Background: an optimization exercise with open tools, aiming at small area, a short achievable clock period and few clock cycles per item. Do not read the settings as production practice.
Function was checked by simulation only, so behaviour that the tests miss may differ from the original.
Power and IR drop assume default switching activity.

**design.v**
```verilog
package aesKeyPkg;
	typedef logic [31:0] word32;  
	typedef logic [127:0] aesKey128;  
	typedef logic [1407:0] expandedKey;  
	typedef logic [3:0] roundIndex;
	typedef logic [7:0] rconByte;
	localparam roundIndex numRounds = 4'd10;
	localparam int numWords = 14;
endpackage
`timescale 1ns/1ps
module sboxLookup(input [31:0] inWord, output [31:0] outWord);
  localparam [2047:0] SBOX = {
		128'h637c777bf26b6fc53001672bfed7ab76, 128'hca82c97dfa5947f0add4a2af9ca472c0,
		128'hb7fd9326363ff7cc34a5e5f171d83115, 128'h04c723c31896059a071280e2eb27b275,
		128'h09832c1a1b6e5aa0523bd6b329e32f84, 128'h53d100ed20fcb15b6acbbe394a4c58cf,
		128'hd0efaafb434d338545f9027f503c9fa8, 128'h51a3408f929d38f5bcb6da2110fff3d2,
		128'hcd0c13ec5f974417c4a77e3d645d1973, 128'h60814fdc222a908846eeb814de5e0bdb,
		128'he0323a0a4906245cc2d3ac629195e479, 128'he7c8376d8dd54ea96c56f4ea657aae08,
		128'hba78252e1ca6b4c6e8dd741f4bbd8b8a, 128'h703eb5664803f60e613557b986c11d9e,
		128'he1f8981169d98e949b1e87e9ce5528df, 128'h8ca1890dbfe6426841992d0fb054bb16};
  genvar b;
  generate for (b=0;b<4;b=b+1) begin : g
    wire [7:0] x = inWord[8*b +: 8];
    assign outWord[8*b +: 8] = SBOX[2047 - 8*x -: 8];
  end endgenerate
endmodule
`timescale 1ns/1ps
module keyLoader (
	input logic [3:0][31:0] words,  
	input logic [3:0] round,  
	input aesKeyPkg::rconByte rcon,
	output aesKeyPkg::word32 prevWord  
);
	aesKeyPkg::word32 fix;
	always_comb
	begin
		case (round)
			4'd1: fix = words[0] ^ words[1] ^ words[2];  
			4'd2: fix = words[1];  
			4'd3: fix = words[2];  
			default: fix = '0;
		endcase
	end
	assign prevWord = words[3] ^ fix ^ {rcon, 24'h000000};
endmodule
`timescale 1ns/1ps
module roundKeyGenerator (
	input logic clock,
	input logic reset,
	input logic start,
	output logic shift,  
	output logic [3:0] round,  
	output aesKeyPkg::rconByte rcon,  
	output logic done
);
	logic running;
	aesKeyPkg::roundIndex count;  
	always_ff @(posedge clock)
	begin
		if (reset)
		begin
			running <= 1'b0;
			done <= 1'b0;
		end
		else if (start)
		begin
			running <= 1'b1;
			done <= 1'b0;
		end
		else if (running && count == aesKeyPkg::numRounds)
		begin
			running <= 1'b0;
			done <= 1'b1;
		end
	end
	always_ff @(posedge clock)
	begin
		if (start)
			count <= 4'd1;
		else if (running)
			count <= count + 4'd1;
	end
	always_comb
	begin
		case (count)
			4'd1: rcon = 8'h01;
			4'd2: rcon = 8'h02;
			4'd3: rcon = 8'h04;
			4'd4: rcon = 8'h08;
			4'd5: rcon = 8'h10;
			4'd6: rcon = 8'h20;
			4'd7: rcon = 8'h40;
			4'd8: rcon = 8'h80;
			4'd9: rcon = 8'h1b;
			4'd10: rcon = 8'h36;
			default: rcon = 8'h00;
		endcase
	end
	assign shift = running;
	assign round = count;
endmodule
`timescale 1ns/1ps
module keyScheduleStore (
	input logic clock,
	input logic start,
	input logic shift,
	input logic [3:0][31:0] loadWords,
	input aesKeyPkg::word32 nextWord,
	output logic [13:0][31:0] words
);
	always_ff @(posedge clock)
	begin
		if (start)
			words[3:0] <= loadWords;
		else if (shift)
			words[3:0] <= {words[2:0], nextWord};
	end
	always_ff @(posedge clock)
	begin
		if (shift)
			words[13:4] <= words[12:3];
	end
endmodule
`timescale 1ns/1ps
module keyExpansionTop (
	input logic clock,
	input logic reset,
	input logic start,
	input aesKeyPkg::aesKey128 cipherKey,
	output aesKeyPkg::expandedKey keyExp,
	output logic keyExpDone
);
	logic [13:0][31:0] words;  
	aesKeyPkg::word32 subWord;
	aesKeyPkg::word32 prevWord;
	aesKeyPkg::word32 nextWord;
	aesKeyPkg::rconByte rcon;
	logic [3:0] round;
	logic shift;
	roundKeyGenerator control (
		.clock(clock),
		.reset(reset),
		.start(start),
		.shift(shift),
		.round(round),
		.rcon(rcon),
		.done(keyExpDone)
	);
	keyLoader tap (
		.words(words[3:0]),
		.round(round),
		.rcon(rcon),
		.prevWord(prevWord)
	);
	sboxLookup sbox (
		.inWord({words[0][23:0], words[0][31:24]}),
		.outWord(subWord)
	);
	assign nextWord = prevWord ^ subWord;
	keyScheduleStore store (
		.clock(clock),
		.start(start),
		.shift(shift),
		.loadWords(cipherKey),  
		.nextWord(nextWord),
		.words(words)
	);
	aesKeyPkg::word32 a [0:10];
	aesKeyPkg::word32 b [0:10];
	aesKeyPkg::word32 c [0:10];
	aesKeyPkg::word32 d [0:10];
	assign d[0] = words[10];
	assign c[0] = words[11];
	assign b[0] = words[12];
	assign a[0] = words[13];
	assign d[1] = words[9];
	assign c[1] = d[1] ^ d[0];
	assign b[1] = c[1] ^ c[0];
	assign a[1] = c[1] ^ (b[0] ^ c[0]);
	for (genvar r = 2; r <= 10; r++)
	begin : g_round
		assign d[r] = words[10 - r];
		assign c[r] = d[r] ^ d[r - 1];
		assign b[r] = d[r] ^ d[r - 2];
		assign a[r] = c[r] ^ c[r - 2];
	end
	for (genvar r = 0; r <= 10; r++)
	begin : g_out
		assign keyExp[1407 - 128 * r -: 128] = {a[r], b[r], c[r], d[r]};
	end
endmodule
```
**flow/run.sh**
```bash
#!/bin/bash
# The standard layout, with the smallest buffer on every input and output
# port instead of the one buffer_ports picks by default, and gate sizing
# free to change a cell's footprint.
set -euo pipefail
bash standard.sh "BUFFER_PORTS_ARGS=-buffer_cell sky130_fd_sc_hd__buf_1" MATCH_CELL_FOOTPRINT=0 "IO_CONSTRAINTS=$(pwd)/flow/pins.tcl" finish > standard_flow.log 2>&1
```
**flow/pins.tcl**
```tcl
# generated by gen/mkpins.py: one edge region per bit slice
set_io_pin_constraint -region bottom:6.00-62.00 -pin_names [list {keyExp[1376]} {keyExp[1344]} {keyExp[1312]} {keyExp[1280]} {keyExp[1248]} {keyExp[1216]} {keyExp[1184]} {keyExp[1152]} {keyExp[1120]} {keyExp[1088]} {keyExp[1056]} {keyExp[1024]} {keyExp[992]} {keyExp[960]} {keyExp[928]} {keyExp[896]} {keyExp[864]} {keyExp[832]} {keyExp[800]} {keyExp[768]} {keyExp[736]} {keyExp[704]} {keyExp[672]} {keyExp[640]} {keyExp[608]} {keyExp[576]} {keyExp[544]} {keyExp[512]} {keyExp[480]} {keyExp[448]} {keyExp[416]} {keyExp[384]} {keyExp[352]} {keyExp[320]} {keyExp[288]} {keyExp[256]} {keyExp[224]} {keyExp[192]} {keyExp[160]} {keyExp[128]} {keyExp[96]} {keyExp[64]} {keyExp[32]} {keyExp[0]} {cipherKey[96]} {cipherKey[64]} {cipherKey[32]} {cipherKey[0]}]
set_io_pin_constraint -region bottom:62.00-118.00 -pin_names [list {keyExp[1377]} {keyExp[1345]} {keyExp[1313]} {keyExp[1281]} {keyExp[1249]} {keyExp[1217]} {keyExp[1185]} {keyExp[1153]} {keyExp[1121]} {keyExp[1089]} {keyExp[1057]} {keyExp[1025]} {keyExp[993]} {keyExp[961]} {keyExp[929]} {keyExp[897]} {keyExp[865]} {keyExp[833]} {keyExp[801]} {keyExp[769]} {keyExp[737]} {keyExp[705]} {keyExp[673]} {keyExp[641]} {keyExp[609]} {keyExp[577]} {keyExp[545]} {keyExp[513]} {keyExp[481]} {keyExp[449]} {keyExp[417]} {keyExp[385]} {keyExp[353]} {keyExp[321]} {keyExp[289]} {keyExp[257]} {keyExp[225]} {keyExp[193]} {keyExp[161]} {keyExp[129]} {keyExp[97]} {keyExp[65]} {keyExp[33]} {keyExp[1]} {cipherKey[97]} {cipherKey[65]} {cipherKey[33]} {cipherKey[1]}]
set_io_pin_constraint -region bottom:118.00-174.00 -pin_names [list {keyExp[1378]} {keyExp[1346]} {keyExp[1314]} {keyExp[1282]} {keyExp[1250]} {keyExp[1218]} {keyExp[1186]} {keyExp[1154]} {keyExp[1122]} {keyExp[1090]} {keyExp[1058]} {keyExp[1026]} {keyExp[994]} {keyExp[962]} {keyExp[930]} {keyExp[898]} {keyExp[866]} {keyExp[834]} {keyExp[802]} {keyExp[770]} {keyExp[738]} {keyExp[706]} {keyExp[674]} {keyExp[642]} {keyExp[610]} {keyExp[578]} {keyExp[546]} {keyExp[514]} {keyExp[482]} {keyExp[450]} {keyExp[418]} {keyExp[386]} {keyExp[354]} {keyExp[322]} {keyExp[290]} {keyExp[258]} {keyExp[226]} {keyExp[194]} {keyExp[162]} {keyExp[130]} {keyExp[98]} {keyExp[66]} {keyExp[34]} {keyExp[2]} {cipherKey[98]} {cipherKey[66]} {cipherKey[34]} {cipherKey[2]}]
set_io_pin_constraint -region bottom:174.00-230.00 -pin_names [list {keyExp[1379]} {keyExp[1347]} {keyExp[1315]} {keyExp[1283]} {keyExp[1251]} {keyExp[1219]} {keyExp[1187]} {keyExp[1155]} {keyExp[1123]} {keyExp[1091]} {keyExp[1059]} {keyExp[1027]} {keyExp[995]} {keyExp[963]} {keyExp[931]} {keyExp[899]} {keyExp[867]} {keyExp[835]} {keyExp[803]} {keyExp[771]} {keyExp[739]} {keyExp[707]} {keyExp[675]} {keyExp[643]} {keyExp[611]} {keyExp[579]} {keyExp[547]} {keyExp[515]} {keyExp[483]} {keyExp[451]} {keyExp[419]} {keyExp[387]} {keyExp[355]} {keyExp[323]} {keyExp[291]} {keyExp[259]} {keyExp[227]} {keyExp[195]} {keyExp[163]} {keyExp[131]} {keyExp[99]} {keyExp[67]} {keyExp[35]} {keyExp[3]} {cipherKey[99]} {cipherKey[67]} {cipherKey[35]} {cipherKey[3]}]
set_io_pin_constraint -region bottom:230.00-286.00 -pin_names [list {keyExp[1380]} {keyExp[1348]} {keyExp[1316]} {keyExp[1284]} {keyExp[1252]} {keyExp[1220]} {keyExp[1188]} {keyExp[1156]} {keyExp[1124]} {keyExp[1092]} {keyExp[1060]} {keyExp[1028]} {keyExp[996]} {keyExp[964]} {keyExp[932]} {keyExp[900]} {keyExp[868]} {keyExp[836]} {keyExp[804]} {keyExp[772]} {keyExp[740]} {keyExp[708]} {keyExp[676]} {keyExp[644]} {keyExp[612]} {keyExp[580]} {keyExp[548]} {keyExp[516]} {keyExp[484]} {keyExp[452]} {keyExp[420]} {keyExp[388]} {keyExp[356]} {keyExp[324]} {keyExp[292]} {keyExp[260]} {keyExp[228]} {keyExp[196]} {keyExp[164]} {keyExp[132]} {keyExp[100]} {keyExp[68]} {keyExp[36]} {keyExp[4]} {cipherKey[100]} {cipherKey[68]} {cipherKey[36]} {cipherKey[4]}]
set_io_pin_constraint -region bottom:286.00-342.00 -pin_names [list {keyExp[1381]} {keyExp[1349]} {keyExp[1317]} {keyExp[1285]} {keyExp[1253]} {keyExp[1221]} {keyExp[1189]} {keyExp[1157]} {keyExp[1125]} {keyExp[1093]} {keyExp[1061]} {keyExp[1029]} {keyExp[997]} {keyExp[965]} {keyExp[933]} {keyExp[901]} {keyExp[869]} {keyExp[837]} {keyExp[805]} {keyExp[773]} {keyExp[741]} {keyExp[709]} {keyExp[677]} {keyExp[645]} {keyExp[613]} {keyExp[581]} {keyExp[549]} {keyExp[517]} {keyExp[485]} {keyExp[453]} {keyExp[421]} {keyExp[389]} {keyExp[357]} {keyExp[325]} {keyExp[293]} {keyExp[261]} {keyExp[229]} {keyExp[197]} {keyExp[165]} {keyExp[133]} {keyExp[101]} {keyExp[69]} {keyExp[37]} {keyExp[5]} {cipherKey[101]} {cipherKey[69]} {cipherKey[37]} {cipherKey[5]}]
set_io_pin_constraint -region bottom:342.00-398.00 -pin_names [list {keyExp[1382]} {keyExp[1350]} {keyExp[1318]} {keyExp[1286]} {keyExp[1254]} {keyExp[1222]} {keyExp[1190]} {keyExp[1158]} {keyExp[1126]} {keyExp[1094]} {keyExp[1062]} {keyExp[1030]} {keyExp[998]} {keyExp[966]} {keyExp[934]} {keyExp[902]} {keyExp[870]} {keyExp[838]} {keyExp[806]} {keyExp[774]} {keyExp[742]} {keyExp[710]} {keyExp[678]} {keyExp[646]} {keyExp[614]} {keyExp[582]} {keyExp[550]} {keyExp[518]} {keyExp[486]} {keyExp[454]} {keyExp[422]} {keyExp[390]} {keyExp[358]} {keyExp[326]} {keyExp[294]} {keyExp[262]} {keyExp[230]} {keyExp[198]} {keyExp[166]} {keyExp[134]} {keyExp[102]} {keyExp[70]} {keyExp[38]} {keyExp[6]} {cipherKey[102]} {cipherKey[70]} {cipherKey[38]} {cipherKey[6]}]
set_io_pin_constraint -region bottom:398.00-454.00 -pin_names [list {keyExp[1383]} {keyExp[1351]} {keyExp[1319]} {keyExp[1287]} {keyExp[1255]} {keyExp[1223]} {keyExp[1191]} {keyExp[1159]} {keyExp[1127]} {keyExp[1095]} {keyExp[1063]} {keyExp[1031]} {keyExp[999]} {keyExp[967]} {keyExp[935]} {keyExp[903]} {keyExp[871]} {keyExp[839]} {keyExp[807]} {keyExp[775]} {keyExp[743]} {keyExp[711]} {keyExp[679]} {keyExp[647]} {keyExp[615]} {keyExp[583]} {keyExp[551]} {keyExp[519]} {keyExp[487]} {keyExp[455]} {keyExp[423]} {keyExp[391]} {keyExp[359]} {keyExp[327]} {keyExp[295]} {keyExp[263]} {keyExp[231]} {keyExp[199]} {keyExp[167]} {keyExp[135]} {keyExp[103]} {keyExp[71]} {keyExp[39]} {keyExp[7]} {cipherKey[103]} {cipherKey[71]} {cipherKey[39]} {cipherKey[7]}]
set_io_pin_constraint -region right:6.00-62.00 -pin_names [list {keyExp[1384]} {keyExp[1352]} {keyExp[1320]} {keyExp[1288]} {keyExp[1256]} {keyExp[1224]} {keyExp[1192]} {keyExp[1160]} {keyExp[1128]} {keyExp[1096]} {keyExp[1064]} {keyExp[1032]} {keyExp[1000]} {keyExp[968]} {keyExp[936]} {keyExp[904]} {keyExp[872]} {keyExp[840]} {keyExp[808]} {keyExp[776]} {keyExp[744]} {keyExp[712]} {keyExp[680]} {keyExp[648]} {keyExp[616]} {keyExp[584]} {keyExp[552]} {keyExp[520]} {keyExp[488]} {keyExp[456]} {keyExp[424]} {keyExp[392]} {keyExp[360]} {keyExp[328]} {keyExp[296]} {keyExp[264]} {keyExp[232]} {keyExp[200]} {keyExp[168]} {keyExp[136]} {keyExp[104]} {keyExp[72]} {keyExp[40]} {keyExp[8]} {cipherKey[104]} {cipherKey[72]} {cipherKey[40]} {cipherKey[8]}]
set_io_pin_constraint -region right:62.00-118.00 -pin_names [list {keyExp[1385]} {keyExp[1353]} {keyExp[1321]} {keyExp[1289]} {keyExp[1257]} {keyExp[1225]} {keyExp[1193]} {keyExp[1161]} {keyExp[1129]} {keyExp[1097]} {keyExp[1065]} {keyExp[1033]} {keyExp[1001]} {keyExp[969]} {keyExp[937]} {keyExp[905]} {keyExp[873]} {keyExp[841]} {keyExp[809]} {keyExp[777]} {keyExp[745]} {keyExp[713]} {keyExp[681]} {keyExp[649]} {keyExp[617]} {keyExp[585]} {keyExp[553]} {keyExp[521]} {keyExp[489]} {keyExp[457]} {keyExp[425]} {keyExp[393]} {keyExp[361]} {keyExp[329]} {keyExp[297]} {keyExp[265]} {keyExp[233]} {keyExp[201]} {keyExp[169]} {keyExp[137]} {keyExp[105]} {keyExp[73]} {keyExp[41]} {keyExp[9]} {cipherKey[105]} {cipherKey[73]} {cipherKey[41]} {cipherKey[9]}]
set_io_pin_constraint -region right:118.00-174.00 -pin_names [list {keyExp[1386]} {keyExp[1354]} {keyExp[1322]} {keyExp[1290]} {keyExp[1258]} {keyExp[1226]} {keyExp[1194]} {keyExp[1162]} {keyExp[1130]} {keyExp[1098]} {keyExp[1066]} {keyExp[1034]} {keyExp[1002]} {keyExp[970]} {keyExp[938]} {keyExp[906]} {keyExp[874]} {keyExp[842]} {keyExp[810]} {keyExp[778]} {keyExp[746]} {keyExp[714]} {keyExp[682]} {keyExp[650]} {keyExp[618]} {keyExp[586]} {keyExp[554]} {keyExp[522]} {keyExp[490]} {keyExp[458]} {keyExp[426]} {keyExp[394]} {keyExp[362]} {keyExp[330]} {keyExp[298]} {keyExp[266]} {keyExp[234]} {keyExp[202]} {keyExp[170]} {keyExp[138]} {keyExp[106]} {keyExp[74]} {keyExp[42]} {keyExp[10]} {cipherKey[106]} {cipherKey[74]} {cipherKey[42]} {cipherKey[10]}]
set_io_pin_constraint -region right:174.00-230.00 -pin_names [list {keyExp[1387]} {keyExp[1355]} {keyExp[1323]} {keyExp[1291]} {keyExp[1259]} {keyExp[1227]} {keyExp[1195]} {keyExp[1163]} {keyExp[1131]} {keyExp[1099]} {keyExp[1067]} {keyExp[1035]} {keyExp[1003]} {keyExp[971]} {keyExp[939]} {keyExp[907]} {keyExp[875]} {keyExp[843]} {keyExp[811]} {keyExp[779]} {keyExp[747]} {keyExp[715]} {keyExp[683]} {keyExp[651]} {keyExp[619]} {keyExp[587]} {keyExp[555]} {keyExp[523]} {keyExp[491]} {keyExp[459]} {keyExp[427]} {keyExp[395]} {keyExp[363]} {keyExp[331]} {keyExp[299]} {keyExp[267]} {keyExp[235]} {keyExp[203]} {keyExp[171]} {keyExp[139]} {keyExp[107]} {keyExp[75]} {keyExp[43]} {keyExp[11]} {cipherKey[107]} {cipherKey[75]} {cipherKey[43]} {cipherKey[11]}]
set_io_pin_constraint -region right:230.00-286.00 -pin_names [list {keyExp[1388]} {keyExp[1356]} {keyExp[1324]} {keyExp[1292]} {keyExp[1260]} {keyExp[1228]} {keyExp[1196]} {keyExp[1164]} {keyExp[1132]} {keyExp[1100]} {keyExp[1068]} {keyExp[1036]} {keyExp[1004]} {keyExp[972]} {keyExp[940]} {keyExp[908]} {keyExp[876]} {keyExp[844]} {keyExp[812]} {keyExp[780]} {keyExp[748]} {keyExp[716]} {keyExp[684]} {keyExp[652]} {keyExp[620]} {keyExp[588]} {keyExp[556]} {keyExp[524]} {keyExp[492]} {keyExp[460]} {keyExp[428]} {keyExp[396]} {keyExp[364]} {keyExp[332]} {keyExp[300]} {keyExp[268]} {keyExp[236]} {keyExp[204]} {keyExp[172]} {keyExp[140]} {keyExp[108]} {keyExp[76]} {keyExp[44]} {keyExp[12]} {cipherKey[108]} {cipherKey[76]} {cipherKey[44]} {cipherKey[12]}]
set_io_pin_constraint -region right:286.00-342.00 -pin_names [list {keyExp[1389]} {keyExp[1357]} {keyExp[1325]} {keyExp[1293]} {keyExp[1261]} {keyExp[1229]} {keyExp[1197]} {keyExp[1165]} {keyExp[1133]} {keyExp[1101]} {keyExp[1069]} {keyExp[1037]} {keyExp[1005]} {keyExp[973]} {keyExp[941]} {keyExp[909]} {keyExp[877]} {keyExp[845]} {keyExp[813]} {keyExp[781]} {keyExp[749]} {keyExp[717]} {keyExp[685]} {keyExp[653]} {keyExp[621]} {keyExp[589]} {keyExp[557]} {keyExp[525]} {keyExp[493]} {keyExp[461]} {keyExp[429]} {keyExp[397]} {keyExp[365]} {keyExp[333]} {keyExp[301]} {keyExp[269]} {keyExp[237]} {keyExp[205]} {keyExp[173]} {keyExp[141]} {keyExp[109]} {keyExp[77]} {keyExp[45]} {keyExp[13]} {cipherKey[109]} {cipherKey[77]} {cipherKey[45]} {cipherKey[13]}]
set_io_pin_constraint -region right:342.00-398.00 -pin_names [list {keyExp[1390]} {keyExp[1358]} {keyExp[1326]} {keyExp[1294]} {keyExp[1262]} {keyExp[1230]} {keyExp[1198]} {keyExp[1166]} {keyExp[1134]} {keyExp[1102]} {keyExp[1070]} {keyExp[1038]} {keyExp[1006]} {keyExp[974]} {keyExp[942]} {keyExp[910]} {keyExp[878]} {keyExp[846]} {keyExp[814]} {keyExp[782]} {keyExp[750]} {keyExp[718]} {keyExp[686]} {keyExp[654]} {keyExp[622]} {keyExp[590]} {keyExp[558]} {keyExp[526]} {keyExp[494]} {keyExp[462]} {keyExp[430]} {keyExp[398]} {keyExp[366]} {keyExp[334]} {keyExp[302]} {keyExp[270]} {keyExp[238]} {keyExp[206]} {keyExp[174]} {keyExp[142]} {keyExp[110]} {keyExp[78]} {keyExp[46]} {keyExp[14]} {cipherKey[110]} {cipherKey[78]} {cipherKey[46]} {cipherKey[14]}]
set_io_pin_constraint -region right:398.00-454.00 -pin_names [list {keyExp[1391]} {keyExp[1359]} {keyExp[1327]} {keyExp[1295]} {keyExp[1263]} {keyExp[1231]} {keyExp[1199]} {keyExp[1167]} {keyExp[1135]} {keyExp[1103]} {keyExp[1071]} {keyExp[1039]} {keyExp[1007]} {keyExp[975]} {keyExp[943]} {keyExp[911]} {keyExp[879]} {keyExp[847]} {keyExp[815]} {keyExp[783]} {keyExp[751]} {keyExp[719]} {keyExp[687]} {keyExp[655]} {keyExp[623]} {keyExp[591]} {keyExp[559]} {keyExp[527]} {keyExp[495]} {keyExp[463]} {keyExp[431]} {keyExp[399]} {keyExp[367]} {keyExp[335]} {keyExp[303]} {keyExp[271]} {keyExp[239]} {keyExp[207]} {keyExp[175]} {keyExp[143]} {keyExp[111]} {keyExp[79]} {keyExp[47]} {keyExp[15]} {cipherKey[111]} {cipherKey[79]} {cipherKey[47]} {cipherKey[15]}]
set_io_pin_constraint -region top:398.00-454.00 -pin_names [list {keyExp[1392]} {keyExp[1360]} {keyExp[1328]} {keyExp[1296]} {keyExp[1264]} {keyExp[1232]} {keyExp[1200]} {keyExp[1168]} {keyExp[1136]} {keyExp[1104]} {keyExp[1072]} {keyExp[1040]} {keyExp[1008]} {keyExp[976]} {keyExp[944]} {keyExp[912]} {keyExp[880]} {keyExp[848]} {keyExp[816]} {keyExp[784]} {keyExp[752]} {keyExp[720]} {keyExp[688]} {keyExp[656]} {keyExp[624]} {keyExp[592]} {keyExp[560]} {keyExp[528]} {keyExp[496]} {keyExp[464]} {keyExp[432]} {keyExp[400]} {keyExp[368]} {keyExp[336]} {keyExp[304]} {keyExp[272]} {keyExp[240]} {keyExp[208]} {keyExp[176]} {keyExp[144]} {keyExp[112]} {keyExp[80]} {keyExp[48]} {keyExp[16]} {cipherKey[112]} {cipherKey[80]} {cipherKey[48]} {cipherKey[16]}]
set_io_pin_constraint -region top:342.00-398.00 -pin_names [list {keyExp[1393]} {keyExp[1361]} {keyExp[1329]} {keyExp[1297]} {keyExp[1265]} {keyExp[1233]} {keyExp[1201]} {keyExp[1169]} {keyExp[1137]} {keyExp[1105]} {keyExp[1073]} {keyExp[1041]} {keyExp[1009]} {keyExp[977]} {keyExp[945]} {keyExp[913]} {keyExp[881]} {keyExp[849]} {keyExp[817]} {keyExp[785]} {keyExp[753]} {keyExp[721]} {keyExp[689]} {keyExp[657]} {keyExp[625]} {keyExp[593]} {keyExp[561]} {keyExp[529]} {keyExp[497]} {keyExp[465]} {keyExp[433]} {keyExp[401]} {keyExp[369]} {keyExp[337]} {keyExp[305]} {keyExp[273]} {keyExp[241]} {keyExp[209]} {keyExp[177]} {keyExp[145]} {keyExp[113]} {keyExp[81]} {keyExp[49]} {keyExp[17]} {cipherKey[113]} {cipherKey[81]} {cipherKey[49]} {cipherKey[17]}]
set_io_pin_constraint -region top:286.00-342.00 -pin_names [list {keyExp[1394]} {keyExp[1362]} {keyExp[1330]} {keyExp[1298]} {keyExp[1266]} {keyExp[1234]} {keyExp[1202]} {keyExp[1170]} {keyExp[1138]} {keyExp[1106]} {keyExp[1074]} {keyExp[1042]} {keyExp[1010]} {keyExp[978]} {keyExp[946]} {keyExp[914]} {keyExp[882]} {keyExp[850]} {keyExp[818]} {keyExp[786]} {keyExp[754]} {keyExp[722]} {keyExp[690]} {keyExp[658]} {keyExp[626]} {keyExp[594]} {keyExp[562]} {keyExp[530]} {keyExp[498]} {keyExp[466]} {keyExp[434]} {keyExp[402]} {keyExp[370]} {keyExp[338]} {keyExp[306]} {keyExp[274]} {keyExp[242]} {keyExp[210]} {keyExp[178]} {keyExp[146]} {keyExp[114]} {keyExp[82]} {keyExp[50]} {keyExp[18]} {cipherKey[114]} {cipherKey[82]} {cipherKey[50]} {cipherKey[18]}]
set_io_pin_constraint -region top:230.00-286.00 -pin_names [list {keyExp[1395]} {keyExp[1363]} {keyExp[1331]} {keyExp[1299]} {keyExp[1267]} {keyExp[1235]} {keyExp[1203]} {keyExp[1171]} {keyExp[1139]} {keyExp[1107]} {keyExp[1075]} {keyExp[1043]} {keyExp[1011]} {keyExp[979]} {keyExp[947]} {keyExp[915]} {keyExp[883]} {keyExp[851]} {keyExp[819]} {keyExp[787]} {keyExp[755]} {keyExp[723]} {keyExp[691]} {keyExp[659]} {keyExp[627]} {keyExp[595]} {keyExp[563]} {keyExp[531]} {keyExp[499]} {keyExp[467]} {keyExp[435]} {keyExp[403]} {keyExp[371]} {keyExp[339]} {keyExp[307]} {keyExp[275]} {keyExp[243]} {keyExp[211]} {keyExp[179]} {keyExp[147]} {keyExp[115]} {keyExp[83]} {keyExp[51]} {keyExp[19]} {cipherKey[115]} {cipherKey[83]} {cipherKey[51]} {cipherKey[19]}]
set_io_pin_constraint -region top:174.00-230.00 -pin_names [list {keyExp[1396]} {keyExp[1364]} {keyExp[1332]} {keyExp[1300]} {keyExp[1268]} {keyExp[1236]} {keyExp[1204]} {keyExp[1172]} {keyExp[1140]} {keyExp[1108]} {keyExp[1076]} {keyExp[1044]} {keyExp[1012]} {keyExp[980]} {keyExp[948]} {keyExp[916]} {keyExp[884]} {keyExp[852]} {keyExp[820]} {keyExp[788]} {keyExp[756]} {keyExp[724]} {keyExp[692]} {keyExp[660]} {keyExp[628]} {keyExp[596]} {keyExp[564]} {keyExp[532]} {keyExp[500]} {keyExp[468]} {keyExp[436]} {keyExp[404]} {keyExp[372]} {keyExp[340]} {keyExp[308]} {keyExp[276]} {keyExp[244]} {keyExp[212]} {keyExp[180]} {keyExp[148]} {keyExp[116]} {keyExp[84]} {keyExp[52]} {keyExp[20]} {cipherKey[116]} {cipherKey[84]} {cipherKey[52]} {cipherKey[20]}]
set_io_pin_constraint -region top:118.00-174.00 -pin_names [list {keyExp[1397]} {keyExp[1365]} {keyExp[1333]} {keyExp[1301]} {keyExp[1269]} {keyExp[1237]} {keyExp[1205]} {keyExp[1173]} {keyExp[1141]} {keyExp[1109]} {keyExp[1077]} {keyExp[1045]} {keyExp[1013]} {keyExp[981]} {keyExp[949]} {keyExp[917]} {keyExp[885]} {keyExp[853]} {keyExp[821]} {keyExp[789]} {keyExp[757]} {keyExp[725]} {keyExp[693]} {keyExp[661]} {keyExp[629]} {keyExp[597]} {keyExp[565]} {keyExp[533]} {keyExp[501]} {keyExp[469]} {keyExp[437]} {keyExp[405]} {keyExp[373]} {keyExp[341]} {keyExp[309]} {keyExp[277]} {keyExp[245]} {keyExp[213]} {keyExp[181]} {keyExp[149]} {keyExp[117]} {keyExp[85]} {keyExp[53]} {keyExp[21]} {cipherKey[117]} {cipherKey[85]} {cipherKey[53]} {cipherKey[21]}]
set_io_pin_constraint -region top:62.00-118.00 -pin_names [list {keyExp[1398]} {keyExp[1366]} {keyExp[1334]} {keyExp[1302]} {keyExp[1270]} {keyExp[1238]} {keyExp[1206]} {keyExp[1174]} {keyExp[1142]} {keyExp[1110]} {keyExp[1078]} {keyExp[1046]} {keyExp[1014]} {keyExp[982]} {keyExp[950]} {keyExp[918]} {keyExp[886]} {keyExp[854]} {keyExp[822]} {keyExp[790]} {keyExp[758]} {keyExp[726]} {keyExp[694]} {keyExp[662]} {keyExp[630]} {keyExp[598]} {keyExp[566]} {keyExp[534]} {keyExp[502]} {keyExp[470]} {keyExp[438]} {keyExp[406]} {keyExp[374]} {keyExp[342]} {keyExp[310]} {keyExp[278]} {keyExp[246]} {keyExp[214]} {keyExp[182]} {keyExp[150]} {keyExp[118]} {keyExp[86]} {keyExp[54]} {keyExp[22]} {cipherKey[118]} {cipherKey[86]} {cipherKey[54]} {cipherKey[22]}]
set_io_pin_constraint -region top:6.00-62.00 -pin_names [list {keyExp[1399]} {keyExp[1367]} {keyExp[1335]} {keyExp[1303]} {keyExp[1271]} {keyExp[1239]} {keyExp[1207]} {keyExp[1175]} {keyExp[1143]} {keyExp[1111]} {keyExp[1079]} {keyExp[1047]} {keyExp[1015]} {keyExp[983]} {keyExp[951]} {keyExp[919]} {keyExp[887]} {keyExp[855]} {keyExp[823]} {keyExp[791]} {keyExp[759]} {keyExp[727]} {keyExp[695]} {keyExp[663]} {keyExp[631]} {keyExp[599]} {keyExp[567]} {keyExp[535]} {keyExp[503]} {keyExp[471]} {keyExp[439]} {keyExp[407]} {keyExp[375]} {keyExp[343]} {keyExp[311]} {keyExp[279]} {keyExp[247]} {keyExp[215]} {keyExp[183]} {keyExp[151]} {keyExp[119]} {keyExp[87]} {keyExp[55]} {keyExp[23]} {cipherKey[119]} {cipherKey[87]} {cipherKey[55]} {cipherKey[23]}]
set_io_pin_constraint -region left:398.00-454.00 -pin_names [list {keyExp[1400]} {keyExp[1368]} {keyExp[1336]} {keyExp[1304]} {keyExp[1272]} {keyExp[1240]} {keyExp[1208]} {keyExp[1176]} {keyExp[1144]} {keyExp[1112]} {keyExp[1080]} {keyExp[1048]} {keyExp[1016]} {keyExp[984]} {keyExp[952]} {keyExp[920]} {keyExp[888]} {keyExp[856]} {keyExp[824]} {keyExp[792]} {keyExp[760]} {keyExp[728]} {keyExp[696]} {keyExp[664]} {keyExp[632]} {keyExp[600]} {keyExp[568]} {keyExp[536]} {keyExp[504]} {keyExp[472]} {keyExp[440]} {keyExp[408]} {keyExp[376]} {keyExp[344]} {keyExp[312]} {keyExp[280]} {keyExp[248]} {keyExp[216]} {keyExp[184]} {keyExp[152]} {keyExp[120]} {keyExp[88]} {keyExp[56]} {keyExp[24]} {cipherKey[120]} {cipherKey[88]} {cipherKey[56]} {cipherKey[24]}]
set_io_pin_constraint -region left:342.00-398.00 -pin_names [list {keyExp[1401]} {keyExp[1369]} {keyExp[1337]} {keyExp[1305]} {keyExp[1273]} {keyExp[1241]} {keyExp[1209]} {keyExp[1177]} {keyExp[1145]} {keyExp[1113]} {keyExp[1081]} {keyExp[1049]} {keyExp[1017]} {keyExp[985]} {keyExp[953]} {keyExp[921]} {keyExp[889]} {keyExp[857]} {keyExp[825]} {keyExp[793]} {keyExp[761]} {keyExp[729]} {keyExp[697]} {keyExp[665]} {keyExp[633]} {keyExp[601]} {keyExp[569]} {keyExp[537]} {keyExp[505]} {keyExp[473]} {keyExp[441]} {keyExp[409]} {keyExp[377]} {keyExp[345]} {keyExp[313]} {keyExp[281]} {keyExp[249]} {keyExp[217]} {keyExp[185]} {keyExp[153]} {keyExp[121]} {keyExp[89]} {keyExp[57]} {keyExp[25]} {cipherKey[121]} {cipherKey[89]} {cipherKey[57]} {cipherKey[25]}]
set_io_pin_constraint -region left:286.00-342.00 -pin_names [list {keyExp[1402]} {keyExp[1370]} {keyExp[1338]} {keyExp[1306]} {keyExp[1274]} {keyExp[1242]} {keyExp[1210]} {keyExp[1178]} {keyExp[1146]} {keyExp[1114]} {keyExp[1082]} {keyExp[1050]} {keyExp[1018]} {keyExp[986]} {keyExp[954]} {keyExp[922]} {keyExp[890]} {keyExp[858]} {keyExp[826]} {keyExp[794]} {keyExp[762]} {keyExp[730]} {keyExp[698]} {keyExp[666]} {keyExp[634]} {keyExp[602]} {keyExp[570]} {keyExp[538]} {keyExp[506]} {keyExp[474]} {keyExp[442]} {keyExp[410]} {keyExp[378]} {keyExp[346]} {keyExp[314]} {keyExp[282]} {keyExp[250]} {keyExp[218]} {keyExp[186]} {keyExp[154]} {keyExp[122]} {keyExp[90]} {keyExp[58]} {keyExp[26]} {cipherKey[122]} {cipherKey[90]} {cipherKey[58]} {cipherKey[26]}]
set_io_pin_constraint -region left:230.00-286.00 -pin_names [list {keyExp[1403]} {keyExp[1371]} {keyExp[1339]} {keyExp[1307]} {keyExp[1275]} {keyExp[1243]} {keyExp[1211]} {keyExp[1179]} {keyExp[1147]} {keyExp[1115]} {keyExp[1083]} {keyExp[1051]} {keyExp[1019]} {keyExp[987]} {keyExp[955]} {keyExp[923]} {keyExp[891]} {keyExp[859]} {keyExp[827]} {keyExp[795]} {keyExp[763]} {keyExp[731]} {keyExp[699]} {keyExp[667]} {keyExp[635]} {keyExp[603]} {keyExp[571]} {keyExp[539]} {keyExp[507]} {keyExp[475]} {keyExp[443]} {keyExp[411]} {keyExp[379]} {keyExp[347]} {keyExp[315]} {keyExp[283]} {keyExp[251]} {keyExp[219]} {keyExp[187]} {keyExp[155]} {keyExp[123]} {keyExp[91]} {keyExp[59]} {keyExp[27]} {cipherKey[123]} {cipherKey[91]} {cipherKey[59]} {cipherKey[27]}]
set_io_pin_constraint -region left:174.00-230.00 -pin_names [list {keyExp[1404]} {keyExp[1372]} {keyExp[1340]} {keyExp[1308]} {keyExp[1276]} {keyExp[1244]} {keyExp[1212]} {keyExp[1180]} {keyExp[1148]} {keyExp[1116]} {keyExp[1084]} {keyExp[1052]} {keyExp[1020]} {keyExp[988]} {keyExp[956]} {keyExp[924]} {keyExp[892]} {keyExp[860]} {keyExp[828]} {keyExp[796]} {keyExp[764]} {keyExp[732]} {keyExp[700]} {keyExp[668]} {keyExp[636]} {keyExp[604]} {keyExp[572]} {keyExp[540]} {keyExp[508]} {keyExp[476]} {keyExp[444]} {keyExp[412]} {keyExp[380]} {keyExp[348]} {keyExp[316]} {keyExp[284]} {keyExp[252]} {keyExp[220]} {keyExp[188]} {keyExp[156]} {keyExp[124]} {keyExp[92]} {keyExp[60]} {keyExp[28]} {cipherKey[124]} {cipherKey[92]} {cipherKey[60]} {cipherKey[28]}]
set_io_pin_constraint -region left:118.00-174.00 -pin_names [list {keyExp[1405]} {keyExp[1373]} {keyExp[1341]} {keyExp[1309]} {keyExp[1277]} {keyExp[1245]} {keyExp[1213]} {keyExp[1181]} {keyExp[1149]} {keyExp[1117]} {keyExp[1085]} {keyExp[1053]} {keyExp[1021]} {keyExp[989]} {keyExp[957]} {keyExp[925]} {keyExp[893]} {keyExp[861]} {keyExp[829]} {keyExp[797]} {keyExp[765]} {keyExp[733]} {keyExp[701]} {keyExp[669]} {keyExp[637]} {keyExp[605]} {keyExp[573]} {keyExp[541]} {keyExp[509]} {keyExp[477]} {keyExp[445]} {keyExp[413]} {keyExp[381]} {keyExp[349]} {keyExp[317]} {keyExp[285]} {keyExp[253]} {keyExp[221]} {keyExp[189]} {keyExp[157]} {keyExp[125]} {keyExp[93]} {keyExp[61]} {keyExp[29]} {cipherKey[125]} {cipherKey[93]} {cipherKey[61]} {cipherKey[29]}]
set_io_pin_constraint -region left:62.00-118.00 -pin_names [list {keyExp[1406]} {keyExp[1374]} {keyExp[1342]} {keyExp[1310]} {keyExp[1278]} {keyExp[1246]} {keyExp[1214]} {keyExp[1182]} {keyExp[1150]} {keyExp[1118]} {keyExp[1086]} {keyExp[1054]} {keyExp[1022]} {keyExp[990]} {keyExp[958]} {keyExp[926]} {keyExp[894]} {keyExp[862]} {keyExp[830]} {keyExp[798]} {keyExp[766]} {keyExp[734]} {keyExp[702]} {keyExp[670]} {keyExp[638]} {keyExp[606]} {keyExp[574]} {keyExp[542]} {keyExp[510]} {keyExp[478]} {keyExp[446]} {keyExp[414]} {keyExp[382]} {keyExp[350]} {keyExp[318]} {keyExp[286]} {keyExp[254]} {keyExp[222]} {keyExp[190]} {keyExp[158]} {keyExp[126]} {keyExp[94]} {keyExp[62]} {keyExp[30]} {cipherKey[126]} {cipherKey[94]} {cipherKey[62]} {cipherKey[30]}]
set_io_pin_constraint -region left:6.00-62.00 -pin_names [list {keyExp[1407]} {keyExp[1375]} {keyExp[1343]} {keyExp[1311]} {keyExp[1279]} {keyExp[1247]} {keyExp[1215]} {keyExp[1183]} {keyExp[1151]} {keyExp[1119]} {keyExp[1087]} {keyExp[1055]} {keyExp[1023]} {keyExp[991]} {keyExp[959]} {keyExp[927]} {keyExp[895]} {keyExp[863]} {keyExp[831]} {keyExp[799]} {keyExp[767]} {keyExp[735]} {keyExp[703]} {keyExp[671]} {keyExp[639]} {keyExp[607]} {keyExp[575]} {keyExp[543]} {keyExp[511]} {keyExp[479]} {keyExp[447]} {keyExp[415]} {keyExp[383]} {keyExp[351]} {keyExp[319]} {keyExp[287]} {keyExp[255]} {keyExp[223]} {keyExp[191]} {keyExp[159]} {keyExp[127]} {keyExp[95]} {keyExp[63]} {keyExp[31]} {cipherKey[127]} {cipherKey[95]} {cipherKey[63]} {cipherKey[31]}]
```
**standard.sh**
```bash
#!/bin/bash
# synth_recipe.tcl (not shown) runs the flow's synth.tcl, then flattens the netlist and writes it again
# the make line also repeats each setting of config.mk as NAME=value (left out here)
make -C /OpenROAD-flow-scripts/flow DESIGN_CONFIG=/design/flow/config.mk WORK_HOME=/design/flow/orfs CLKGATE_MAP_FILE= SYNTH_SCRIPT=/design/flow/synth_recipe.tcl "${@:-finish}"
```
**config.mk**
```make
export PLATFORM = sky130hd
export DESIGN_NAME = keyExpansionTop
export DESIGN_NICKNAME = keyExpansionTop
export VERILOG_FILES = /design/flow/design.v
export SDC_FILE = /design/flow/constraint.sdc
export NUM_CORES = 4
export LEC_CHECK = 0
export ABC_AREA = 1
export CAP_MARGIN = 20
export CORE_AREA = 2 2 458 458
export DIE_AREA = 0 0 460 460
export SETUP_SLACK_MARGIN = 5
export SLEW_MARGIN = 20
```
**constraint.sdc**
```tcl
create_clock -name core_clock -period 10.0 [get_ports {clock}]
set_input_delay 2.0000 -clock core_clock [delete_from_list [all_inputs] [get_ports {clock}]]
set_output_delay 2.0000 -clock core_clock [all_outputs]
set_load 0.01 [all_outputs]
```
==> results.txt, run 1 <==
count leader, synth=nand3_1; count of different cell masters after synthesis=35; Synthesized Nets=between 4,000 and 5,000; Synth area leader=edfxtp_1; Exit stage=3_2_place_iop; fraction of registers with async set/reset=0; Syn Area/Cell=7.874 sq um; Die Y=460 um; status=aborted with a tool error; Seq/Total Area, Yosys=0.3644; register bit total from synthesis=462; Initial Utilization=0.1822; Syn. warnings=8; EDFF count, synth=448; die width=460 um; Syn Std Cell Area=37,690 sq um; post-synth top area share=0.3569; row cnt=around 170; ys flop type=edfxtp_1; Synth Instances=4,787; Err=[ERROR PPL-0111] 16 constraint(s) does not have available slots for the pins.; Area contributors post-synth=edfxtp_1, xor2_1, nand3_1; Post-synth top cells=nand3_1, nand2_1, xor2_1, edfxtp_1, inv_1
kinds of logic after synthesis:
family                   after synthesis  synth area share
XOR/XNOR                             967            0.2247
AO/OA/AOI/OAI                        275           0.03940
AND/OR/NAND/NOR                     2456            0.2863
flip-flops                           462            0.3644
buffers and inverters                560           0.06301
adder cells (fa/ha/maj)               67           0.02224
Testbench counts, summed over its fixed seeds: cycles 8,800, keys 800.
==> run 2, diff against run 1 <==
==> flow/run.sh (replaced) <==
#!/bin/bash
# The standard layout, with the smallest buffer on every input and output
# port instead of the one buffer_ports picks by default, and gate sizing
# free to change a cell's footprint.
set -euo pipefail
bash standard.sh "BUFFER_PORTS_ARGS=-buffer_cell sky130_fd_sc_hd__buf_1" MATCH_CELL_FOOTPRINT=0 "IO_CONSTRAINTS=$(pwd)/flow/pins.tcl" "PLACE_PINS_ARGS=-min_distance 1 -min_distance_in_tracks" finish > standard_flow.log 2>&1
==> results.txt, run 2 <==
core area=between 200,000 and 250,000 sq um; Hold Startpoint=control.done$_SDFFE_PP0P_; Syn Std Cell Area=between 30,000 and 40,000 sq um; DRC Markers=0; total power=11.51 mW; RSZ-0062 raised after global routing=no; Seq/Total Area, Yosys=0.3644; most common cell after layout, fill and taps aside=buf_1; count of final max-slew check failures=0; commonest non-fill, non-tap cells in the layout=buf_1, nand3_1, nand2_1; peak fanout along the critical path=16; NumNets Final=around 6,300; clock sink total=462; # setup viols final=0; initial antenna violation count=4; IO Pins=1,540; largest net degree at the start of global routing=113; vias in the first global route=35,877; Max Root-Sink Buffers=3; Post-synth top cells=nand3_1, nand2_1, xor2_1, edfxtp_1, inv_1; largest reg by FF count=store.words; Clock Latency Late Sink=approximately 0.70 ns; Inserted Clock Buffers=60; Die Y=460 um; Max-Cap Viols=0; area of the multi-input gates=21,630 sq um; DR pass1 iterations=10; Synth area leader=edfxtp_1; fraction of registers with async set/reset=0; fillers=22,922; share of layout cells above drive strength 1=0.03159; Placement Cell Area=approximately 46,000 sq um; register area=13,740 sq um; Port Buffer Count=1,539; row cnt=167; Critical-path top delay cell=edfxtp_1; Min Clock Period, post-route=4.709 ns; post-route cell area=approximately 48,000 sq um; GRT overflow=0; EDFF count, synth=about 450; most used cell, CP=nand2_1; Leak=roughly 19 nW; Routed WL per cell=18.46 um; clock transition at the registers of the reported paths=0.06 ns; status=timing/DRC/antenna clean; Area contributors post-synth=edfxtp_1, xor2_1, nand3_1; post-route ant nets=0; Synth Instances=roughly 4,800; via count=40,711; P&R area growth vs syn=26.92%; fin crit share=0.4709; Hold Violations, Final=0; Root Buffer=clkbuf_16; die width=~460 um; first-pass GRT wire length=between 200,000 and 250,000 um; count of different cell masters after synthesis=35; RD Place Congestion=around 1; R2R Setup Slk=6.14 ns; vias per std cell=4.583; Slew HR=0.3054; crit path cell chain=inv_1, nand2_1, nand2_1, xor2_1, buf_1; worst vdd ir=roughly 0.00013 V; worst-margin pin slew=between 1 and 1.5 ns; GRT Util Overall=0.1415; post-synth top area share=0.3569; ys flop type=edfxtp_1; CP Launch Point=store.words[9]$_DFFE_PP_; CP arrival=2.71 ns; setup TNS=0 ns; HP Class=flip-flop to flip-flop; count leader, synth=nand3_1; Setup crit start kind=flip-flop; register bit total from synthesis=462; Clock Skew=0.03511 ns; Crit Reg-Reg Startpoint=store.words[17]$_DFFE_PP_; f_max=212.4 MHz; routed wire length=about 160,000 um; Syn Area/Cell=7.874 sq um; Crit. End Element=output port; Critical Path RT=8.00 ns; cts repair resizes=0; number of flip-flops under the largest register name=roughly 450; Synthesized Nets=4,985; critical path class=flip-flop to output port; postcts setup bufs=0; Iter 0 DRT Violations=4,838; Pwr Density=240.6 nW/um^2; CP max stage delay=between 0.7 and 0.8 ns; CTS tree=done; Initial Utilization=0.1822; Syn. warnings=8; Die Footprint=211,600 sq um; Hold-fix buffers, CTS=0; htree depth=2; DP HPWL=118,800 um
[run 2: cell counts after synthesis]
No cell type changed its count.
[run 2: path summary, 6_finish.rpt]
path                                                   to  cells after the start
worst max register to register  store.words[31]$_DFFE_PP_                     16
worst min register to register  control.done$_SDFFE_PP0P_                      2
worst max-delay path                          keyExp[105]                      5
worst min-delay path            control.done$_SDFFE_PP0P_                      2
[run 2: where the power goes]
part / switching [mW] / internal, mW
clock network: 0.903 / 1.26
registers: 0.294 / 2.36
logic: 4.79 / 1.90
total: 5.99 / 5.52
[run 2: cell type report]
cell class | count | share of cell area
antenna | 7 | 0.0003662
clock buffer | 71 | 0.03269
clock inverter | 35 | 0.006983
inverter | 241 | 0.01891
multi-input combinational | 3765 | 0.4522
sequential | 462 | 0.2872
tap | 2704 | 0.07072
timing repair buffer | 1599 | 0.1310
[run 2: through the flow]
step	util	setup slack [ns]	cells	hold WS (ns)
floorplan	-	5.065	4787	0.4737
global placement	0.2218	5.653	8770	0.4769
detailed placement	0.2218	5.643	8770	0.4685
CTS	0.2310	5.050	8876	0.4792
global route	0.2312	5.032	8878	0.4850
finish	0.2313	5.291	8884	0.4710
[run 2: logic make-up (layout without fill, tap and decap cells)]
family | count (synthesis) | after routing | share of synthesized area
AOI/OAI and AO/OA | 275 | 275 | 0.03940
xor gates and xnor gates | 967 | 967 | 0.2247
adders and majority gates | 67 | 67 | 0.02224
buffers and inverters | 560 | 1946 | 0.06301
DFF | 462 | 462 | 0.3644
other | 0 | 7 | 0
and+or+nand+nor | 2456 | 2456 | 0.2863
[run 2: metal layers]
metal  vias up  GRT usage  routed length (um)
met4         0    0.06240                7217
met2      2803     0.2195               71460
li1      18654          -                   -
met5         -  0.0002296                   0
met3       424    0.02882               15940
met1     18830     0.1887               69370
[run 2: worst max-delay path, delay by kind of cell, from the launching register on]
family / cells / cell delay (ns)
buffers and inverters: 2 / 0.69
DFF: 1 / 0.79
and+or+nand+nor: 2 / 0.35
xor gates and xnor gates: 1 / 0.17
==> run 3, diff against run 2 <==
--- a/config.mk
+++ b/config.mk
@@ -8,6 +8,9 @@
 export ABC_AREA = 1
 export CAP_MARGIN = 20
 export CORE_AREA = 2 2 458 458
+export CTS_BUF_LIST = sky130_fd_sc_hd__clkbuf_8
+export CTS_CLUSTER_DIAMETER = 80
+export CTS_CLUSTER_SIZE = 30
 export DIE_AREA = 0 0 460 460
 export SETUP_SLACK_MARGIN = 5
 export SLEW_MARGIN = 20
==> results.txt, run 3 <==
status=timing/DRC/antenna clean; GRT Util Overall=0.1408; Die Footprint=211,600 sq um; Leak=roughly 19 nW; setup TNS=0 ns; post-layout util=0.2279; CTS tree=done; count of different cell masters after synthesis=35; Syn. warnings=8; Synthesized Nets=4,985; worst vdd ir=0.0001142 V; Min Clock Period, post-route=4.800 ns; share of layout cells above drive strength 1=0.03168; Die Y=roughly 460 um; clock sink total=462; initial antenna violation count=4; Crit. End Element=output port; Syn Area/Cell=7.874 sq um; GRT overflow=0; fillers=22,960; HP Class=flip-flop to flip-flop; post-synth top area share=0.3569; Max Root-Sink Buffers=3; hold_ws=0.4759 ns; f_max=208.3 MHz; Setup WS post-layout=5.200 ns; Clock Skew=0.05701 ns; first-pass GRT wire length=231,000 um; vias in the first global route=35,711; count of final max-slew check failures=0; largest net degree at the start of global routing=113; clock transition at the registers of the reported paths=0.11 ns; Area contributors post-synth=edfxtp_1, xor2_1, nand3_1; Hold Violations, Final=0; largest reg by FF count=store.words; Setup crit start kind=flip-flop; DRC Markers=0; commonest non-fill, non-tap cells in the layout=buf_1, nand3_1, nand2_1; P&R area growth vs syn=25.10%; peak fanout along the critical path=22; EDFF count, synth=448; Initial Utilization=0.1822; Slew HR=0.1278; NumNets Final=6,316; RD Place Congestion=0.9995; post-route cell area=47,150 sq um; Root Buffer=clkbuf_8; # setup viols final=0; Inserted Clock Buffers=47; Synth Instances=4,787; RSZ-0062 raised after global routing=no; Port Buffer Count=approximately 1,500; critical path class=flip-flop to output port; post-route ant nets=0; Clk pwr share=0.143; ys flop type=edfxtp_1; power share of the combinational group=0.615; register bit total from synthesis=around 460; Synth area leader=edfxtp_1; Psw=~6 mW; Pint=4.923 mW; fin crit share=0.4800; via count=40,570; row cnt=167; Routed WL per cell=18.43 um; vias per std cell=4.575; CP arrival=~2.8 ns; Placement Cell Area=45,890 sq um; Clock Latency Late Sink=0.79 ns; switch share=0.5484; core area=a little over 200,000 sq um; worst-margin pin slew=approximately 1.3 ns; Critical Path RT=8.00 ns; IO Pins=1,540; Max-Cap Viols=0; count leader, synth=nand3_1; Pwr Density=231.2 nW/um^2; fraction of registers with async set/reset=0; DR pass1 iterations=8; htree depth=2; Post-synth top cells=nand3_1, nand2_1, xor2_1, edfxtp_1, inv_1; pre-CTS setup slack=5.643 ns; die width=460 um; Iter 0 DRT Violations=4,634; Hold-fix buffers, CTS=0; Seq pwr share=0.241; routed wire length=roughly 160,000 um; Seq/Total Area, Yosys=0.3644; number of flip-flops under the largest register name=448; Syn Std Cell Area=37,690 sq um; DP HPWL=118,800 um; most common cell after layout, fill and taps aside=buf_1
[run 3: cell counts after synthesis]
Identical to the previous run, type by type.
[run 3: kinds of logic after synthesis]
family | after synthesis | share of synthesized area
adders and majority gates | 67 | 0.02224
xor gates and xnor gates | 967 | 0.2247
AOI/OAI and AO/OA | 275 | 0.03940
buffers and inverters | 560 | 0.06301
DFF | 462 | 0.3644
and+or+nand+nor | 2456 | 0.2863
[run 3: worst paths after layout]
kind                                   from                         to  slack, ns  depth (start not counted)
hold reg to reg   control.done$_SDFFE_PP0P_  control.done$_SDFFE_PP0P_       0.48                          2
setup / recovery   store.words[6]$_DFFE_PP_                keyExp[102]       5.20                          6
hold / removal    control.done$_SDFFE_PP0P_  control.done$_SDFFE_PP0P_       0.48                          2
setup reg to reg  store.words[17]$_DFFE_PP_  store.words[31]$_DFFE_PP_       6.11                         16
[run 3: per-stage QoR]
| step | power [mW] | cells |
|---|---|---|
| global route | 11.65 | 8860 |
| CTS | 10.87 | 8857 |
| global placement | 9.276 | 8770 |
| detailed placement | 9.216 | 8770 |
| finish | 10.90 | 8868 |
| floorplan | 6.947 | 4787 |
[run 3: what timing repair did]
action / CTS / global route
setup buffers: 1 / 1
endpoints found under the hold margin: 0 / 0
endpoints found under the setup margin: 2 / 1
gates resized for setup: 1 / 0
[run 3: cell type report]
type | count | area, sq um | share of cell area
diodes | 9 | 22.52 | 0.0004776
clock buffers | 48 | 660.6 | 0.01401
clock inverters | 38 | 543.0 | 0.01152
inverters | 241 | 904.6 | 0.01919
multi-input cells | 3765 | 21630 | 0.4587
flip-flops and latches | 462 | 13740 | 0.2913
well taps | 2704 | 3383 | 0.07175
repair buffers | 1601 | 6270 | 0.1330
[run 3: power by group through the flow]
stage	clock network (mW)	logic [mW]	registers, mW
after floorplan	0	4.25	2.70
after global placement	0	6.59	2.69
after detailed placement	0	6.52	2.69
after CTS	1.67	6.56	2.64
after global routing	1.72	7.27	2.67
final	1.56	6.71	2.63
[run 3: worst max-delay path: stages (launching register included)]
cell and delay (ns):
edfxtp_1 0.33, buf_4 0.30, clkinv_1 0.62, nand2_1 0.26, nand2_1 0.15, xor2_1 0.19
buf_1 0.17
[run 3: layer usage]
metal | track usage | wire length, um | vias up
li1 | - | - | 18607
met1 | 0.1878 | 69530 | 18877
met2 | 0.2188 | 71560 | 2685
met3 | 0.02907 | 15500 | 401
met4 | 0.06053 | 6881 | 0
met5 | 0.0002296 | 0 | -
==> run 4, diff against run 3 <==
==> flow/run.sh (replaced) <==
#!/bin/bash
# The standard layout, with the smallest buffer on every input and output
# port instead of the one buffer_ports picks by default, and gate sizing
# free to change a cell's footprint.
set -euo pipefail
bash standard.sh "BUFFER_PORTS_ARGS=-buffer_cell sky130_fd_sc_hd__buf_1" MATCH_CELL_FOOTPRINT=0 SETUP_SLACK_MARGIN=6.2 "IO_CONSTRAINTS=$(pwd)/flow/pins.tcl" "PLACE_PINS_ARGS=-min_distance 1 -min_distance_in_tracks" finish > standard_flow.log 2>&1
--- a/config.mk
+++ b/config.mk
@@ -8,9 +8,5 @@
 export ABC_AREA = 1
 export CAP_MARGIN = 20
 export CORE_AREA = 2 2 458 458
-export CTS_BUF_LIST = sky130_fd_sc_hd__clkbuf_8
-export CTS_CLUSTER_DIAMETER = 80
-export CTS_CLUSTER_SIZE = 30
 export DIE_AREA = 0 0 460 460
-export SETUP_SLACK_MARGIN = 5
 export SLEW_MARGIN = 20
==> results.txt, run 4 <==
status=timing/DRC/antenna clean; Max Root-Sink Buffers=3; Hold Startpoint=control.done$_SDFFE_PP0P_; count of final max-slew check failures=0; post-synth top area share=0.3569; largest reg by FF count=store.words; Max-Cap Viols=0; worst vdd ir=about 0.00012 V; Die Y=460 um; Setup crit start kind=flip-flop; number of flip-flops under the largest register name=448; largest net degree at the start of global routing=about 100; NumNets Final=about 7,500; htree depth=2; Post-synth top cells=nand3_1, nand2_1, xor2_1, edfxtp_1, inv_1; Pwr Density=212.9 nW/um^2; Placement Cell Area=45,880 sq um; Crit. End Element=output port; Syn Area/Cell=7.874 sq um; Die Footprint=211,600 sq um; Synthesized Nets=4,985; routed wire length=209,600 um; CTS tree=done; die width=460 um; Syn. warnings=8; Inst Count DP=roughly 8,800; post-route ant nets=0; RD Place Congestion=0.9925; row cnt=167; Min Clock Period, post-route=4.079 ns; fin crit share=0.4079; EDFF count, synth=448; GRT overflow=0; R2R Setup Slk=6.18 ns; vias in the first global route=44,208; critical path class=flip-flop to output port; Routed WL per cell=20.91 um; via count=between 40,000 and 50,000; Leak=28.22 nW; register bit total from synthesis=462; met3 usage=0.04107; Syn Std Cell Area=37,690 sq um; P&R area growth vs syn=69.34%; most common cell after layout, fill and taps aside=nand3_1; Area contributors post-synth=edfxtp_1, xor2_1, nand3_1; vias per std cell=4.760; GRT Util Overall=0.1751; DRC Markers=0; first-pass GRT wire length=284,400 um; commonest non-fill, non-tap cells in the layout=nand3_1, nand2_1, buf_1; gr busiest metal=met2; Clock Skew=0.04569 ns; f_max=245.2 MHz; DP HPWL=119,500 um; Root Buffer=clkbuf_16; hold_ws=0.4641 ns; CP arrival=2.08 ns; non-filler cells in the finished layout=10,022; Crit Reg-Reg Startpoint=store.words[62]$_DFFE_PP_; ys flop type=edfxtp_1; met1 usage=0.2189; fillers=20,974; # setup viols final=0; HP Class=flip-flop to flip-flop; Cells on Worst Hold Path=2; Reg2Reg Depth=29; hold path endpoint=control.done$_SDFFE_PP0P_; Synth Instances=~4,800; clock sink total=between 400 and 500; fraction of registers with async set/reset=0; Port Buffer Count=1,539; Hold-fix buffers, CTS=0; post-route cell area=63,830 sq um; initial antenna violation count=11; Hold Violations, Final=0; Critical Path RT=8.00 ns; core area=206,900 sq um; count of different cell masters after synthesis=35; setup TNS=0 ns; Seq/Total Area, Yosys=0.3644; RSZ-0062 raised after global routing=yes; count leader, synth=nand3_1; Slew HR=0.3526; Initial Utilization=0.1822; clock transition at the registers of the reported paths=approximately 0.06 ns; worst-margin pin slew=0.9711 ns; peak fanout along the critical path=2; Iter 0 DRT Violations=5,902; Inserted Clock Buffers=between 50 and 60; DR pass1 iterations=7; Synth area leader=edfxtp_1; IO Pins=1,540; share of layout cells above drive strength 1=0.3272; total power=13.59 mW; Clock Latency Late Sink=about 0.7 ns; M2 GR Usage=0.2832; Crit Reg-Reg Endpoint=store.words[94]$_DFFE_PP_
run 4: layout make-up:
cell class,count,area [sq um],share of cell area
clock inverters,33,260.3,0.004077
multi-input cells,3766,25630,0.4016
well taps,2704,3383,0.05301
diodes,7,17.52,0.0002744
clock buffers,72,1504,0.02356
repair inverters,6,61.31,0.0009606
flip-flops and latches,462,13740,0.2152
repair buffers,2731,18110,0.2837
inverters,241,1125,0.01762
run 4: kinds of logic (layout without fill, tap and decap cells):
group | count (synthesis) | after routing | synth area share
fa+ha+maj | 67 | 67 | 0.02224
xor+xnor | 967 | 967 | 0.2247
compound gates | 275 | 275 | 0.03940
simple gates | 2456 | 2457 | 0.2863
buf+inv | 560 | 3083 | 0.06301
flops | 462 | 462 | 0.3644
other cells | 0 | 7 | 0
run 4: how the worst max path moves through the flow:
| stage | from | endpoint | slack [ns] |
|---|---|---|---|
| after floorplan | control.running$_SDFFE_PP0P_ | store.words[0]$_DFFE_PP_ | 6.10 |
| after global placement | start | store.words[125]$_DFFE_PP_ | 5.20 |
| after detailed placement | start | store.words[125]$_DFFE_PP_ | 5.20 |
| after CTS | store.words[312]$_DFFE_PP_ | keyExp[1272] | 5.94 |
| after global routing | store.words[312]$_DFFE_PP_ | keyExp[1272] | 5.85 |
| final | store.words[299]$_DFFE_PP_ | keyExp[1259] | 5.92 |
run 4: metrics by stage:
| stage | util | setup WS [ns] |
|---|---|---|
| 6_report | 0.3085 | 5.921 |
| 5_1_grt | 0.3085 | 5.850 |
| 4_1_cts | 0.2882 | 5.938 |
| 2_1_floorplan | - | 6.097 |
| 3_3_place_gp | 0.2218 | 5.196 |
| 3_5_place_dp | 0.2218 | 5.196 |
run 4: power by group:
| group | internal (mW) | total (mW) | leakage, nW | switching, mW |
|---|---|---|---|---|
| sequential | 2.36 | 2.61 | 4.47 | 0.250 |
| clock | 1.14 | 2.05 | 0.863 | 0.917 |
| combinational | 3.23 | 8.93 | 22.9 | 5.70 |
run 4: timing repair:
action	4_1_cts	5_1_grt
setup buffers	859	249
cloned	35	1
gates resized for setup	1494	827
pin swaps	353	269
hold endpoints to repair	0	0
setup endpoints to repair	737	680
run 4: metal layers:
layer | vias up | share of wire
li1 | 20658 | -
met1 | 22402 | 0.38
met5 | - | 0.00014
met4 | 4 | 0.055
met3 | 904 | 0.10
met2 | 3734 | 0.46
run 4: worst max-delay path, cell delays in order (launching register included):
cell and delay, ns:
edfxtp_1 0.48, xor2_2 0.27, xor2_1 0.28, xor2_1 0.21, buf_2 0.17
==> run 5, diff against run 4 <==
==> flow/run.sh (replaced) <==
#!/bin/bash
# The standard layout, with the smallest buffer on every input and output
# port instead of the one buffer_ports picks by default, and gate sizing
# free to change a cell's footprint.
set -euo pipefail
bash standard.sh "BUFFER_PORTS_ARGS=-buffer_cell sky130_fd_sc_hd__buf_1" MATCH_CELL_FOOTPRINT=0 SETUP_SLACK_MARGIN=5.8 "IO_CONSTRAINTS=$(pwd)/flow/pins.tcl" "PLACE_PINS_ARGS=-min_distance 1 -min_distance_in_tracks" finish > standard_flow.log 2>&1
==> results.txt, run 5 <==
status=timing/DRC/antenna clean; Max Root-Sink Buffers=3; vias per std cell=roughly 4.6; Die Y=460 um; Clock Skew=0.03799 ns; die width=460 um; Placement Cell Area=45,920 sq um; Port Buffer Count=around 1,500; DRC Markers=0; most common cell after layout, fill and taps aside=buf_1; total power=approximately 12 mW; Routed WL per cell=approximately 19 um; htree depth=2; fin crit share=0.4118; post-route cell area=48,690 sq um; setup TNS=0 ns; f_max=242.8 MHz; DP HPWL=roughly 120,000 um; core area=206,900 sq um; post-synth top area share=0.3569; first-pass GRT wire length=234,000 um; Crit Reg-Reg Startpoint=store.words[24]$_DFFE_PP_; Setup crit start kind=flip-flop; Syn Std Cell Area=37,690 sq um; count leader, synth=nand3_1; share of layout cells above drive strength 1=0.04645; Hold Violations, Final=0; IO Pins=1,540; RD Place Congestion=0.9990; Max-Cap Viols=0; register bit total from synthesis=462; clock sink total=462; Min Clock Period, post-route=between 4 and 5 ns; Seq/Total Area, Yosys=0.3644; commonest non-fill, non-tap cells in the layout=buf_1, nand3_1, nand2_1; Synth Instances=approximately 4,800; fraction of registers with async set/reset=0; count of final max-slew check failures=0; Crit. End Element=output port; Post-synth top cells=nand3_1, nand2_1, xor2_1, edfxtp_1, inv_1; Hold Startpoint=control.done$_SDFFE_PP0P_; row cnt=between 150 and 200; post-route ant nets=0; CP arrival=2.12 ns; Crit Reg-Reg Endpoint=store.words[3]$_DFFE_PP_; Critical Path RT=roughly 8 ns; EDFF count, synth=448; via count=41,147; Cells on Worst Hold Path=2; CTS tree=done; Reg2Reg Depth=14; DR pass1 iterations=6; Iter 0 DRT Violations=4,961; NumNets Final=approximately 6,400; GRT Util Overall=0.1426; Initial Utilization=0.1822; count of different cell masters after synthesis=35; peak fanout along the critical path=5; GRT overflow=0; Synth area leader=edfxtp_1; HP Class=flip-flop to flip-flop; worst vdd ir=approximately 0.00014 V; R2R Setup Slk=6.10 ns; Pwr Density=~240 nW/um^2; largest reg by FF count=store.words; ys flop type=edfxtp_1; P&R area growth vs syn=29.17%; Syn Area/Cell=7.874 sq um; Synthesized Nets=4,985; Inserted Clock Buffers=60; Die Footprint=211,600 sq um; Slew HR=0.3453; Leak=around 20 nW; clock transition at the registers of the reported paths=0.07 ns; largest net degree at the start of global routing=101; vias in the first global route=between 30,000 and 40,000; Syn. warnings=8; number of flip-flops under the largest register name=between 400 and 500; critical path class=flip-flop to output port; routed wire length=166,100 um; Clock Latency Late Sink=about 0.7 ns; hold path endpoint=control.done$_SDFFE_PP0P_; initial antenna violation count=8; RSZ-0062 raised after global routing=yes; worst-margin pin slew=0.9787 ns; # setup viols final=0; Area contributors post-synth=edfxtp_1, xor2_1, nand3_1; Root Buffer=clkbuf_16
run 5: cell counts after synthesis:
Identical to the previous run, type by type.
run 5: cells by family after synthesis:
group,after synthesis,share of synthesized area
AND/OR/NAND/NOR,2456,0.2863
adder cells (fa/ha/maj),67,0.02224
buffers and inverters,560,0.06301
flip-flops,462,0.3644
XOR/XNOR,967,0.2247
AO/OA/AOI/OAI,275,0.03940
run 5: worst max-delay path, stage by stage, from the launching register on:
cell and delay [ns]:
edfxtp_1 0.50, xor2_2 0.30, xor2_1 0.24, xor2_1 0.23
buf_1 0.18
run 5: metal layers:
metal | global-route usage | part of all wire | vias up
met5 | 0 | 0.00020 | -
met4 | 0.05967 | 0.044 | 6
met3 | 0.03321 | 0.11 | 529
met2 | 0.2223 | 0.44 | 2946
met1 | 0.1878 | 0.41 | 18959
li1 | - | - | 18707
run 5: final cells by class:
class	count	area [sq um]
well taps	2704	3383
multi-input cells	3765	21860
repair buffers	1642	6777
flip-flops and latches	462	13740
diodes	2	5.005
clock buffers	64	1538
repair inverters	1	5.005
fillers	22825	158200
inverters	241	970.9
clock inverters	47	406.6
run 5: repair_timing:
item,in CTS,in global routing
endpoints found under the setup margin,41,44
hold buffers,0,0
gates cloned,3,2
pin swaps,0,2
resized for setup,64,40
buffers inserted,15,21
run 5: per-stage QoR:
step             util  worst slack, ns  instances  hold slack (ns)
2_1_floorplan       -            6.066       4787           0.4737
4_1_cts        0.2333            5.805       8903           0.4663
3_5_place_dp   0.2220            5.526       8774           0.4513
6_report       0.2354            5.882       8928           0.4648
3_3_place_gp   0.2220            5.565       8774           0.4596
5_1_grt        0.2353            5.769       8926           0.4809
run 5: how the worst max path moves through the flow:
stage                                to  slack, ns                          from
2_1_floorplan  store.words[0]$_DFFE_PP_       6.07  control.running$_SDFFE_PP0P_
3_3_place_gp        tap.rcon[1]$_DFF_P_       5.56                         start
3_5_place_dp        tap.rcon[1]$_DFF_P_       5.53                         start
4_1_cts                    keyExp[1250]       5.80    store.words[290]$_DFFE_PP_
5_1_grt                    keyExp[1262]       5.77    store.words[302]$_DFFE_PP_
6_report                   keyExp[1275]       5.88    store.words[315]$_DFFE_PP_
run 5: power by group:
group / switching (mW) / leakage [nW] / internal (mW) / total, mW
Sequential: 0.293 / 4.47 / 2.36 / 2.65
Clock: 0.919 / 0.948 / 1.26 / 2.18
Combinational: 4.87 / 14.3 / 2.00 / 6.87
Total: 6.09 / 19.7 / 5.62 / 11.7

-- port drivers added, routing unchanged --
How much do the figures lean on ideal ports? The routed layouts below were timed once more, with nothing changed but the port constraints. Step 1 assumes that a clkbuf_16 drives the clock port and a buf_2 every other input. Step 2 moves the port delays by t, midway between the first and last clock arrival at a register: inputs arrive t later, outputs are due t later. That takes back most of the time a late clock gives input paths. a / b / c = no drivers / after step 1 / after step 2; a / b = the first two.
run | shift t [ns] | slack for setup (ns) | hold slack, ns
run 2 | 0.752 | 5.291 / 5.215 / 5.708 | 0.471 / 0.471 / 0.471
run 3 | 0.824 | 5.200 / 5.127 / 5.731 | 0.476 / 0.476 / 0.476
run 4 | 0.748 | 5.921 / 5.849 / 5.706 | 0.464 / 0.464 / 0.464
run 5 | 0.723 | 5.882 / 5.814 / 5.547 | 0.465 / 0.465 / 0.465
After both steps every run listed still meets setup and hold. The setup slack of run 5, which loses most, moves by -0.068 ns with the drivers and by -0.335 ns with both steps.
